This design comes from an exercise in tuning for small area, a short achievable clock period and few clock cycles per item on the open sky130 flow, not from production work.
Where RTL was checked, it was by simulation tests only, not by an equivalence proof against the original.
Power is estimated from default activity; no workload was simulated.

==> violet <==
// exec_stage
module exec_stage (
    input  logic        clock,
    input  logic        reset,
    input  logic        issue_valid,
    input  logic [1:0]  issue_fu,
    input  logic [3:0]  issue_func,
    input  logic [1:0]  opa_select,
    input  logic [2:0]  opb_select,
    input  logic [31:0] inst,
    input  logic [31:0] pc,
    input  logic [31:0] rs1_value,
    input  logic [31:0] rs2_value,
    input  logic [4:0]  issue_tag,
    input  logic        complete_credit,
    output logic [2:0]  fu_free,
    output logic        complete_valid,
    output logic [1:0]  complete_fu,
    output logic [4:0]  complete_tag,
    output logic [31:0] complete_result,
    output logic        complete_take
);
    localparam logic [3:0] ALU_ADD = 4'd0, ALU_SUB = 4'd1, ALU_AND = 4'd2, ALU_OR = 4'd3,
                           ALU_XOR = 4'd4, ALU_SLT = 4'd5, ALU_SLTU = 4'd6, ALU_SLL = 4'd7,
                           ALU_SRL = 4'd8, ALU_SRA = 4'd9;
    localparam logic [3:0] MUL = 4'd10, MULH = 4'd11, MULHSU = 4'd12;
    localparam logic [6:0] OPCODE_JAL  = 7'b1101111;
    localparam logic [6:0] OPCODE_JALR = 7'b1100111;
    logic [31:0] opa, opb;
    logic [29:0] pc_inc;
    always_comb begin
        logic [29:0] c;
        c = pc[31:2];
        for (int step = 1; step < 30; step = step * 2) begin
            for (int i = 0; i < 30; i++) begin
                if ((i / step) % 2 == 1) c[i] = c[i] & c[(i / step) * step - 1];
            end
        end
        pc_inc = pc[31:2] ^ {c[28:0], 1'b1};
    end
    always_comb begin
        case (opa_select)
            2'd0:    opa = rs1_value;
            2'd1:    opa = {pc_inc, pc[1:0]};
            2'd2:    opa = pc;
            default: opa = '0;
        endcase
    end
    always_comb begin
        case (opb_select)
            3'd0:    opb = rs2_value;
            3'd1:    opb = {{20{inst[31]}}, inst[31:20]};
            3'd2:    opb = {{20{inst[31]}}, inst[31:25], inst[11:7]};
            3'd3:    opb = {{19{inst[31]}}, inst[31], inst[7], inst[30:25], inst[11:8], 1'b0};
            3'd4:    opb = {inst[31:12], 12'b0};
            3'd5:    opb = {{11{inst[31]}}, inst[31], inst[19:12], inst[20], inst[30:21], 1'b0};
            default: opb = '0;
        endcase
    end
    logic in_eq_lo, in_eq_hi, in_lt_lo, in_lt_hi, in_jal, in_jalr;
  ...
==> flow/config.mk <==
export PLATFORM = sky130hd
export DESIGN_NAME = exec_stage
export DESIGN_NICKNAME = exec_stage
export VERILOG_FILES = /design/flow/design.v
export SDC_FILE = /design/flow/constraint.sdc
export NUM_CORES = 4
export LEC_CHECK = 0
export CAP_MARGIN = 20
export CORE_MARGIN = 2
export CORE_UTILIZATION = 62
export CTS_CLUSTER_DIAMETER = 70
export CTS_CLUSTER_SIZE = 24
export PLACE_DENSITY = 0.7
export SETUP_SLACK_MARGIN = 4.6
export SLEW_MARGIN = 20
==> flow/constraint.sdc <==
create_clock -name core_clock -period 8.0 [get_ports {clock}]
set_input_delay 1.6000 -clock core_clock [delete_from_list [all_inputs] [get_ports {clock}]]
set_output_delay 1.6000 -clock core_clock [all_outputs]
set_load 0.01 [all_outputs]
standard.sh (not shown) runs the stock make flow with config.mk's settings and CLKGATE_MAP_FILE= SYNTH_SCRIPT=/design/flow/synth_recipe.tcl, a recipe that flattens the netlist after the stock synthesis.
==> flow/flow/run.sh <==
#!/bin/bash
# The standard layout, with the port buffers made of buf_2 cells instead of the cell
# buffer_ports picks by default. Synthesis, floorplan, power grid and the rest are the
# standard flow's. make's full output goes to standard.log in this folder; ORFS writes
# each step's log under orfs/logs/.
set -euo pipefail
bash standard.sh "BUFFER_PORTS_ARGS=-buffer_cell sky130_fd_sc_hd__buf_2" finish > standard.log 2>&1
==> sierra (differences from violet) <==
--- a/flow/design.v
+++ b/flow/design.v
@@ -625,22 +625,25 @@
     logic [31:0] m_a, m_b;
     logic        m_a32, m_uext;
     logic [3:0]  m_one, m_two, m_neg;
     logic [33:0] m_s, m_c;
     logic        m_ci;
     logic [7:0]  m_ls, m_lc;
-    logic        m_hi;
+    logic        m_hi, m_short;
     logic [4:0]  m_tag;
-    logic        r_hi;
+    logic        r_hi, r_short;
+    logic [7:0]  r_b0;
     logic [4:0]  r_tag;
     logic [31:0] mh_res;
     logic        in_asgn, in_bsgn, in_a32, in_uext;
     assign in_asgn = (issue_func == MUL) || (issue_func == MULH) || (issue_func == MULHSU);
     assign in_bsgn = (issue_func == MUL) || (issue_func == MULH);
     assign in_a32  = in_asgn & opa[31];
     assign in_uext = ~in_bsgn & opb[31];
+    logic        in_short;
+    assign in_short = (opb[31:15] == 17'h00000) || (in_bsgn && (opb[31:15] == 17'h1FFFF));
     assign m_free = !m_busy || m_last;
     assign m_step = m_busy && (!m_first || !r_v || grant_mul);
     logic [7:0]  m_corr_a, m_corr_b;
     logic [33:0] m_s_in, m_c_in;
     logic [41:0] m_sum, m_carry;
     logic [7:0]  m_low;
@@ -675,13 +678,13 @@
             r_v    <= 1'b0;
         end else begin
             if (m_free) begin
                 m_busy <= issue_valid && (issue_fu == 2'd1);
                 m_last <= 1'b0;
             end else if (m_step) begin
-                m_last <= m_ph[2];
+                m_last <= m_short ? m_ph[0] : m_ph[2];
             end
             if (m_last)         r_v <= 1'b1;
             else if (grant_mul) r_v <= 1'b0;
         end
     end
     always_ff @(posedge clock) begin
@@ -691,12 +694,13 @@
             m_a     <= opa;
             m_b     <= opb;
             m_a32   <= in_a32;
             m_uext  <= in_uext;
             {m_one, m_two, m_neg} <= in_booth;
             m_hi    <= (issue_func != MUL);
+            m_short <= in_short;
             m_tag   <= issue_tag;
         end else if (m_step) begin
             m_ph    <= {m_ph[2:0], 1'b0};
             m_first <= 1'b0;
             m_b     <= {m_low, m_b[31:8]};
             {m_one, m_two, m_neg} <= m_next_booth;
@@ -705,25 +709,34 @@
     always_ff @(posedge clock) begin
         if (m_step) begin
             m_ls <= m_sum[7:0];
             m_lc <= m_carry[7:0];
             m_ci <= !m_first && m_cout;
             m_c  <= m_carry[41:8];
-            if (m_last && !m_hi) m_s <= {10'b0, m_low, m_b[31:16]};
-            else                 m_s <= m_sum[41:8];
+            if (m_last && !m_hi && !m_short) m_s <= {10'b0, m_low, m_b[31:16]};
+            else                             m_s <= m_sum[41:8];
         end
         if (m_last) begin
-            r_hi  <= m_hi;
-            r_tag <= m_tag;
+            r_hi    <= m_hi;
+            r_short <= m_short;
+            r_b0    <= m_low;
+            r_tag   <= m_tag;
         end
     end
     logic [39:0] mh_sum;
     exec_prefix_add #(.N(40)) u_mh_add (
         .a({m_s[31:0], m_ls}), .b({m_c[31:0], m_lc}), .cin(m_ci), .sum(mh_sum), .cout()
     );
-    assign mh_res = r_hi ? mh_sum[39:8] : {mh_sum[7:0], m_s[23:0]};
+    always_comb begin
+        case ({r_short, r_hi})
+            2'b00:   mh_res = {mh_sum[7:0], m_s[23:0]};
+            2'b01:   mh_res = mh_sum[39:8];
+            2'b10:   mh_res = {mh_sum[23:0], r_b0};
+            default: mh_res = {{16{mh_sum[39]}}, mh_sum[39:24]};
+        endcase
+    end
     assign credits_next = credits + {1'b0, complete_credit} - {1'b0, granted};
     always_ff @(posedge clock) begin
         if (reset) begin
             credits        <= 2'd2;
             has_credit     <= 1'b1;
             complete_valid <= 1'b0;
CORE_UTILIZATION = 55   (was 62)
CTS_CLUSTER_DIAMETER = 80   (was 70)
CTS_CLUSTER_SIZE = 30   (was 24)
PLACE_DENSITY = 0.65   (was 0.7)
==> garnet (differences from violet) <==
--- a/flow/design.v
+++ b/flow/design.v
@@ -7,30 +7,24 @@
     input  logic         cin,
     output logic [N-1:0] sum,
     output logic         cout
 );
     logic [N-1:0] g0, p0, g, p;
     assign p0 = a ^ b;
-    assign g0 = a & b;
     always_comb begin
-        g    = g0;
-        p    = p0;
-        g[0] = g0[0] | (p0[0] & cin);
+        g0    = a & b;
+        g0[0] = (a[0] & b[0]) | (p0[0] & cin);
+    end
+    always_comb begin
+        g = g0;
+        p = p0;
         for (int step = 1; step < N; step = step * 2) begin
             for (int i = 0; i < N; i++) begin
                 if ((i / step) % 2 == 1) begin
-                    if (i == step && step == 1) begin
-                        g[i] = (g0[1] | (p0[1] & g0[0])) | (p0[1] & p0[0] & cin);
-                        p[i] = p0[1] & p0[0];
-                    end else if (i == step) begin
-                        g[i] = (g0[i] | (p0[i] & g0[i-1])) | (p0[i] & p0[i-1] & g[i-2]);
-                        p[i] = p0[i] & p0[i-1] & p[i-2];
-                    end else begin
-                        g[i] = g[i] | (p[i] & g[(i / step) * step - 1]);
-                        p[i] = p[i] & p[(i / step) * step - 1];
-                    end
+                    g[i] = g[i] | (p[i] & g[(i / step) * step - 1]);
+                    p[i] = p[i] & p[(i / step) * step - 1];
                 end
             end
         end
     end
     assign sum  = p0 ^ {g[N-2:0], cin};
     assign cout = g[N-1];
@@ -475,31 +469,32 @@
             endcase
         end
     end
     logic        x_v, x_br, x_jump, x_clr0, x_sub, x_shl, x_sra;
     logic        x_eq_lo, x_eq_hi, x_lt_lo, x_lt_hi, x_s1, x_s2;
     logic [2:0]  x_f3;
+    logic [4:0]  x_rot;
     logic [7:0]  x_sel;
     logic [4:0]  x_tag;
-    logic        x_a31;
-    logic [31:0] x_p, x_g;
+    logic [31:0] x_a, x_p, x_g;
     logic [4:0]  x_sh;
     logic [31:0] in_bx;
-    assign in_bx = (in_sel[S_SL] || in_sel[S_SR]) ? 32'b0 : opb ^ {32{in_sub}};
+    assign in_bx = opb ^ {32{in_sub}};
     always_ff @(posedge clock) begin
         if (reset) x_v <= 1'b0;
         else       x_v <= issue_valid && (issue_fu != 2'd1);
     end
     always_ff @(posedge clock) begin
         x_br   <= issue_fu[1];
         x_sel  <= in_sel;
         x_sub  <= in_sub;
         x_shl  <= (issue_func == ALU_SLL);
+        x_rot  <= (issue_func == ALU_SLL) ? 5'd0 - opb[4:0] : opb[4:0];
         x_sra  <= (issue_func == ALU_SRA);
         x_tag  <= issue_tag;
-        x_a31  <= opa[31];
+        x_a    <= opa;
         x_p    <= opa ^ in_bx;
         x_g    <= opa & in_bx;
         x_sh   <= opb[4:0];
         x_jump  <= in_jal | in_jalr;
         x_f3    <= inst[14:12];
         x_eq_lo <= in_eq_lo;
@@ -531,35 +526,33 @@
     logic [31:0] sh_rot, sh_mask, sh_mask_l, sh_out;
     logic [31:0] x_res;
     exec_prefix_pg #(.N(32)) u_add (
         .g0(x_g), .p0(x_p), .cin(x_sub), .sum(x_sum), .cout(x_cout)
     );
     assign x_ltu = ~x_cout;
-    assign x_lt  = ~x_p[31] ? x_a31 : x_ltu;
-    logic [4:0] x_rot;
-    assign x_rot = x_shl ? 5'd0 - x_sh : x_sh;
+    assign x_lt  = ~x_p[31] ? x_a[31] : x_ltu;
     always_comb begin
-        sh_rot = x_p;
+        sh_rot = x_a;
         for (int k = 0; k < 5; k++) begin
             if (x_rot[k]) sh_rot = 32'({sh_rot, sh_rot} >> (1 << k));
         end
     end
     always_comb begin
         for (int i = 0; i < 32; i++) sh_mask_l[i] = ({27'b0, x_sh} <= i);
         for (int i = 0; i < 32; i++) sh_mask[i] = x_shl ? sh_mask_l[i] : sh_mask_l[31-i];
     end
-    assign sh_out = (sh_rot & sh_mask) | ({32{x_sra & x_a31}} & ~sh_mask);
+    assign sh_out = (sh_rot & sh_mask) | ({32{x_sra & x_a[31]}} & ~sh_mask);
     assign x_res = ({32{x_sel[S_SUM]}} & {x_sum[31:1], x_sum[0] & ~x_clr0})
                  | ({32{x_sel[S_AND]}} & x_g)
                  | ({32{x_sel[S_OR]}}  & (x_g | x_p))
                  | ({32{x_sel[S_XOR]}} & x_p)
                  | {31'b0, (x_sel[S_SLT] & x_lt) | (x_sel[S_SLTU] & x_ltu)}
                  | ({32{x_sel[S_SL] | x_sel[S_SR]}} & sh_out);
     logic        pa_v, pb_v, r_v;
     logic        m_busy;
-    logic [3:0]  m_ph;       
+    logic [1:0]  m_cnt;
     logic [1:0]  credits;
     logic        has_credit;
     logic        m_last, m_first;
     logic        grant_x, grant_pa, grant_pb, grant_mul, granted;
     function automatic logic [3:0] arbitrate(input logic credit, input logic mul_first,
                                              input logic pa, input logic pb, input logic x,
@@ -637,20 +630,24 @@
     assign in_asgn = (issue_func == MUL) || (issue_func == MULH) || (issue_func == MULHSU);
     assign in_bsgn = (issue_func == MUL) || (issue_func == MULH);
     assign in_a32  = in_asgn & opa[31];
     assign in_uext = ~in_bsgn & opb[31];
     assign m_free = !m_busy || m_last;
     assign m_step = m_busy && (!m_first || !r_v || grant_mul);
-    logic [7:0]  m_corr_a, m_corr_b;
+    logic [7:0]  m_abyte_next, m_corr_a, m_corr_b;
     logic [33:0] m_s_in, m_c_in;
     logic [41:0] m_sum, m_carry;
     logic [7:0]  m_low;
     logic        m_cout;
-    assign m_corr_a = {8{m_uext}} & (({8{m_ph[0]}} & m_a[7:0])   | ({8{m_ph[1]}} & m_a[15:8])
-                                   | ({8{m_ph[2]}} & m_a[23:16]) | ({8{m_ph[3]}} & m_a[31:24]));
-    assign m_corr_b = {8{m_a32}} & ~m_b[7:0];
+    always_comb begin
+        case (m_cnt)
+            2'd0:    m_abyte_next = m_a[15:8];
+            2'd1:    m_abyte_next = m_a[23:16];
+            default: m_abyte_next = m_a[31:24];
+        endcase
+    end
     assign m_s_in   = m_first ? 34'h0AAAAAAAB : m_s;
     assign m_c_in   = m_first ? {1'b0, m_a32, 32'b0} : m_c;
     exec_mul_csa u_csa (
         .s_in(m_s_in), .c_in(m_c_in), .a(m_a), .one(m_one), .two(m_two), .neg(m_neg),
         .corr_a(m_corr_a), .corr_b(m_corr_b), .klast(m_last),
         .sum_out(m_sum), .carry_out(m_carry)
@@ -675,34 +672,38 @@
             r_v    <= 1'b0;
         end else begin
             if (m_free) begin
                 m_busy <= issue_valid && (issue_fu == 2'd1);
                 m_last <= 1'b0;
             end else if (m_step) begin
-                m_last <= m_ph[2];
+                m_last <= (m_cnt == 2'd2);
             end
             if (m_last)         r_v <= 1'b1;
             else if (grant_mul) r_v <= 1'b0;
         end
     end
     always_ff @(posedge clock) begin
         if (m_free) begin
-            m_ph    <= 4'b0001;
+            m_cnt   <= 2'd0;
             m_first <= 1'b1;
             m_a     <= opa;
             m_b     <= opb;
             m_a32   <= in_a32;
             m_uext  <= in_uext;
             {m_one, m_two, m_neg} <= in_booth;
+            m_corr_a <= {8{in_uext}} & opa[7:0];
+            m_corr_b <= {8{in_a32}} & ~opb[7:0];
             m_hi    <= (issue_func != MUL);
             m_tag   <= issue_tag;
         end else if (m_step) begin
-            m_ph    <= {m_ph[2:0], 1'b0};
+            m_cnt   <= m_cnt + 2'd1;
             m_first <= 1'b0;
             m_b     <= {m_low, m_b[31:8]};
             {m_one, m_two, m_neg} <= m_next_booth;
+            m_corr_a <= {8{m_uext}} & m_abyte_next;
+            m_corr_b <= {8{m_a32}} & ~m_b[15:8];
         end
     end
     always_ff @(posedge clock) begin
         if (m_step) begin
             m_ls <= m_sum[7:0];
             m_lc <= m_carry[7:0];
@@ -730,17 +731,19 @@
         end else begin
             credits        <= credits_next;
             has_credit     <= (credits_next != 2'd0);
             complete_valid <= granted;
         end
     end
+    logic [31:0] out_x, out_o;
+    logic        out_selx;
     always_ff @(posedge clock) begin
-        complete_fu     <= grant_x ? {x_br, 1'b0} : grant_pa ? 2'd0 : grant_pb ? 2'd2 : 2'd1;
-        complete_tag    <= grant_x ? x_tag : grant_pa ? pa_tag : grant_pb ? pb_tag : r_tag;
-        complete_take   <= grant_x ? (x_br & x_take) : grant_pb & pb_take;
-        complete_result <= ({32{grant_x}}   & x_res)
-                         | ({32{grant_pa}}  & pa_res)
-                         | ({32{grant_pb}}  & pb_res)
-                         | ({32{grant_mul}} & mh_res);
+        complete_fu   <= grant_x ? {x_br, 1'b0} : grant_pa ? 2'd0 : grant_pb ? 2'd2 : 2'd1;
+        complete_tag  <= grant_x ? x_tag : grant_pa ? pa_tag : grant_pb ? pb_tag : r_tag;
+        complete_take <= grant_x ? (x_br & x_take) : grant_pb & pb_take;
+        out_selx      <= grant_x;
+        out_x         <= x_res;
+        out_o         <= grant_pa ? pa_res : grant_pb ? pb_res : mh_res;
     end
+    assign complete_result = out_selx ? out_x : out_o;
 endmodule
 `default_nettype wire
==> flow/run.sh (new file) <==
#!/bin/bash
# synth_recipe.tcl (not shown) runs the flow's synth.tcl, then flattens the netlist and writes it again
# the make line also repeats each setting of config.mk as NAME=value (left out here)
make -C /OpenROAD-flow-scripts/flow DESIGN_CONFIG=/design/flow/config.mk WORK_HOME=/design/flow/orfs CLKGATE_MAP_FILE= SYNTH_SCRIPT=/design/flow/synth_recipe.tcl finish
CORE_UTILIZATION = 55   (was 62)
CTS_CLUSTER_DIAMETER = not set   (was 70)
CTS_CLUSTER_SIZE = not set   (was 24)
PLACE_DENSITY = 0.65   (was 0.7)
SETUP_SLACK_MARGIN = 4.5   (was 4.6)
SYNTH_HIERARCHICAL = 1   (was not set)
SYNTH_MINIMUM_KEEP_SIZE = 0   (was not set)
removed: flow/flow/run.sh
removed: flow/standard.sh
==> nickel (differences from violet) <==
--- a/flow/design.v
+++ b/flow/design.v
@@ -625,22 +625,24 @@
     logic [31:0] m_a, m_b;
     logic        m_a32, m_uext;
     logic [3:0]  m_one, m_two, m_neg;
     logic [33:0] m_s, m_c;
     logic        m_ci;
     logic [7:0]  m_ls, m_lc;
-    logic        m_hi;
+    logic        m_hi, m_short;
     logic [4:0]  m_tag;
-    logic        r_hi;
+    logic        r_hi, r_short;
+    logic [7:0]  r_b0;
     logic [4:0]  r_tag;
-    logic [31:0] mh_res;
     logic        in_asgn, in_bsgn, in_a32, in_uext;
     assign in_asgn = (issue_func == MUL) || (issue_func == MULH) || (issue_func == MULHSU);
     assign in_bsgn = (issue_func == MUL) || (issue_func == MULH);
     assign in_a32  = in_asgn & opa[31];
     assign in_uext = ~in_bsgn & opb[31];
+    logic        in_short;
+    assign in_short = (opb[31:15] == 17'h00000) || (in_bsgn && (opb[31:15] == 17'h1FFFF));
     assign m_free = !m_busy || m_last;
     assign m_step = m_busy && (!m_first || !r_v || grant_mul);
     logic [7:0]  m_corr_a, m_corr_b;
     logic [33:0] m_s_in, m_c_in;
     logic [41:0] m_sum, m_carry;
     logic [7:0]  m_low;
@@ -675,13 +677,13 @@
             r_v    <= 1'b0;
         end else begin
             if (m_free) begin
                 m_busy <= issue_valid && (issue_fu == 2'd1);
                 m_last <= 1'b0;
             end else if (m_step) begin
-                m_last <= m_ph[2];
+                m_last <= m_short ? m_ph[0] : m_ph[2];
             end
             if (m_last)         r_v <= 1'b1;
             else if (grant_mul) r_v <= 1'b0;
         end
     end
     always_ff @(posedge clock) begin
@@ -691,12 +693,13 @@
             m_a     <= opa;
             m_b     <= opb;
             m_a32   <= in_a32;
             m_uext  <= in_uext;
             {m_one, m_two, m_neg} <= in_booth;
             m_hi    <= (issue_func != MUL);
+            m_short <= in_short;
             m_tag   <= issue_tag;
         end else if (m_step) begin
             m_ph    <= {m_ph[2:0], 1'b0};
             m_first <= 1'b0;
             m_b     <= {m_low, m_b[31:8]};
             {m_one, m_two, m_neg} <= m_next_booth;
@@ -705,25 +708,36 @@
     always_ff @(posedge clock) begin
         if (m_step) begin
             m_ls <= m_sum[7:0];
             m_lc <= m_carry[7:0];
             m_ci <= !m_first && m_cout;
             m_c  <= m_carry[41:8];
-            if (m_last && !m_hi) m_s <= {10'b0, m_low, m_b[31:16]};
-            else                 m_s <= m_sum[41:8];
+            if (m_last && !m_hi && !m_short) m_s <= {10'b0, m_low, m_b[31:16]};
+            else                             m_s <= m_sum[41:8];
         end
         if (m_last) begin
-            r_hi  <= m_hi;
-            r_tag <= m_tag;
+            r_hi    <= m_hi;
+            r_short <= m_short;
+            r_b0    <= m_low;
+            r_tag   <= m_tag;
         end
     end
     logic [39:0] mh_sum;
     exec_prefix_add #(.N(40)) u_mh_add (
         .a({m_s[31:0], m_ls}), .b({m_c[31:0], m_lc}), .cin(m_ci), .sum(mh_sum), .cout()
     );
-    assign mh_res = r_hi ? mh_sum[39:8] : {mh_sum[7:0], m_s[23:0]};
+    logic        g_m00, g_m01, g_m10, g_m11;
+    logic [31:0] mh_res00, mh_res01, mh_res10, mh_res11;
+    assign g_m00 = grant_mul & ~r_short & ~r_hi;
+    assign g_m01 = grant_mul & ~r_short &  r_hi;
+    assign g_m10 = grant_mul &  r_short & ~r_hi;
+    assign g_m11 = grant_mul &  r_short &  r_hi;
+    assign mh_res00 = {mh_sum[7:0], m_s[23:0]};
+    assign mh_res01 = mh_sum[39:8];
+    assign mh_res10 = {mh_sum[23:0], r_b0};
+    assign mh_res11 = {{16{mh_sum[39]}}, mh_sum[39:24]};
     assign credits_next = credits + {1'b0, complete_credit} - {1'b0, granted};
     always_ff @(posedge clock) begin
         if (reset) begin
             credits        <= 2'd2;
             has_credit     <= 1'b1;
             complete_valid <= 1'b0;
@@ -737,10 +751,13 @@
         complete_fu     <= grant_x ? {x_br, 1'b0} : grant_pa ? 2'd0 : grant_pb ? 2'd2 : 2'd1;
         complete_tag    <= grant_x ? x_tag : grant_pa ? pa_tag : grant_pb ? pb_tag : r_tag;
         complete_take   <= grant_x ? (x_br & x_take) : grant_pb & pb_take;
         complete_result <= ({32{grant_x}}   & x_res)
                          | ({32{grant_pa}}  & pa_res)
                          | ({32{grant_pb}}  & pb_res)
-                         | ({32{grant_mul}} & mh_res);
+                         | ({32{g_m00}} & mh_res00)
+                         | ({32{g_m01}} & mh_res01)
+                         | ({32{g_m10}} & mh_res10)
+                         | ({32{g_m11}} & mh_res11);
     end
 endmodule
 `default_nettype wire
CORE_UTILIZATION = 50   (was 62)
CTS_CLUSTER_DIAMETER = 80   (was 70)
CTS_CLUSTER_SIZE = 30   (was 24)
PLACE_DENSITY = 0.6   (was 0.7)
==> notes <==
- nickel finished with timing, DRC and antenna clean. violet ran to the end with no violations. garnet ran to the end with no violations. sierra went through all stages and came out clean.
- Via count: sierra > violet > nickel > garnet.
- Global-route usage: garnet is lower than violet (7.1 points).
- In nickel the clock-buffer cell count is lower than in violet, by 5.
- Between nickel and sierra, the lower synthesized cell count is in nickel (gap 2.4%, measured against sierra).
- Clock power: nickel is higher than violet (about 10%).
- The highest first-iteration DRC count belongs to violet, the lowest to garnet.
==> figures <==
item	sierra	violet	nickel	garnet
Run status	complete, no violations	complete, no violations	complete, no violations	complete, no violations
Number of antenna violations at the first check in global routing	6	6	7	7
Synthesized area	31000 sq um	30300 sq um	30600 sq um	33000 sq um
Post-CTS Repair Setup Buffers	43	61	41	32
Total of flip-flops plus latches after synthesis	409	399	409	-
Pre-CTS setup slack	3.40 ns	3.05 ns	3.36 ns	3.33 ns
Area of the core region	55400 sq um	48600 sq um	60400 sq um	59100 sq um
Number of flip-flops and latches	409	399	409	480
Clock insertion delay at the later pin of the skew report	0.61 ns	0.62 ns	0.64 ns	0.64 ns
Number of buffer and inverter stages on the critical path	0	4	0	1
Clock buf/inv share	2.56%	2.68%	3.05%	4.94%
Hold Worst Slack	0.413 ns	0.427 ns	0.429 ns	0.421 ns
Half-perimeter wire length after detailed placement	90200 um	81300 um	88600 um	82700 um
Testbench counts of nickel, summed over its fixed seeds: cycles 35,907, items 32,000.
Function not checked in violet, sierra and garnet: the RTL went through the layout flow alone.

afterwards: timing with drivers on the ports:
Ports are ideal in the flow. The routed layouts listed here were re-timed in OpenROAD. Step 1 sets driving cells, clkbuf_16 on the clock port and buf_2 on the other inputs (assumed; they add their load-dependent delay and slew). Step 2, shift: input delay + t, output delay - t, t = (earliest + latest rising clock arrival at the registers) / 2. This alone moves slack from input paths to output paths. Three values: no drivers, after step 1, after step 2; two values: the first two.
| run | shift t [ns] | slack for setup (ns) | worst hold slack (ns) | worst setup path after step 2 |
|---|---|---|---|---|
| violet | 0.667 | 4.488 / 4.488 / 3.968 | 0.427 / 0.427 / 0.427 | input to register |
| sierra | 0.652 | 4.276 / 4.276 / 3.890 | 0.413 / 0.413 / 0.413 | input to register |
| garnet | 0.676 | 4.356 / 4.356 / 3.851 | 0.421 / 0.421 / 0.421 | input to register |
| nickel | 0.689 | 4.505 / 4.505 / 3.870 | 0.429 / 0.429 / 0.429 | input to register |
After both steps every run listed still meets setup and hold. For nickel, which loses most, drivers alone change the setup slack by 0.000 ns; drivers and shift together by -0.635 ns.
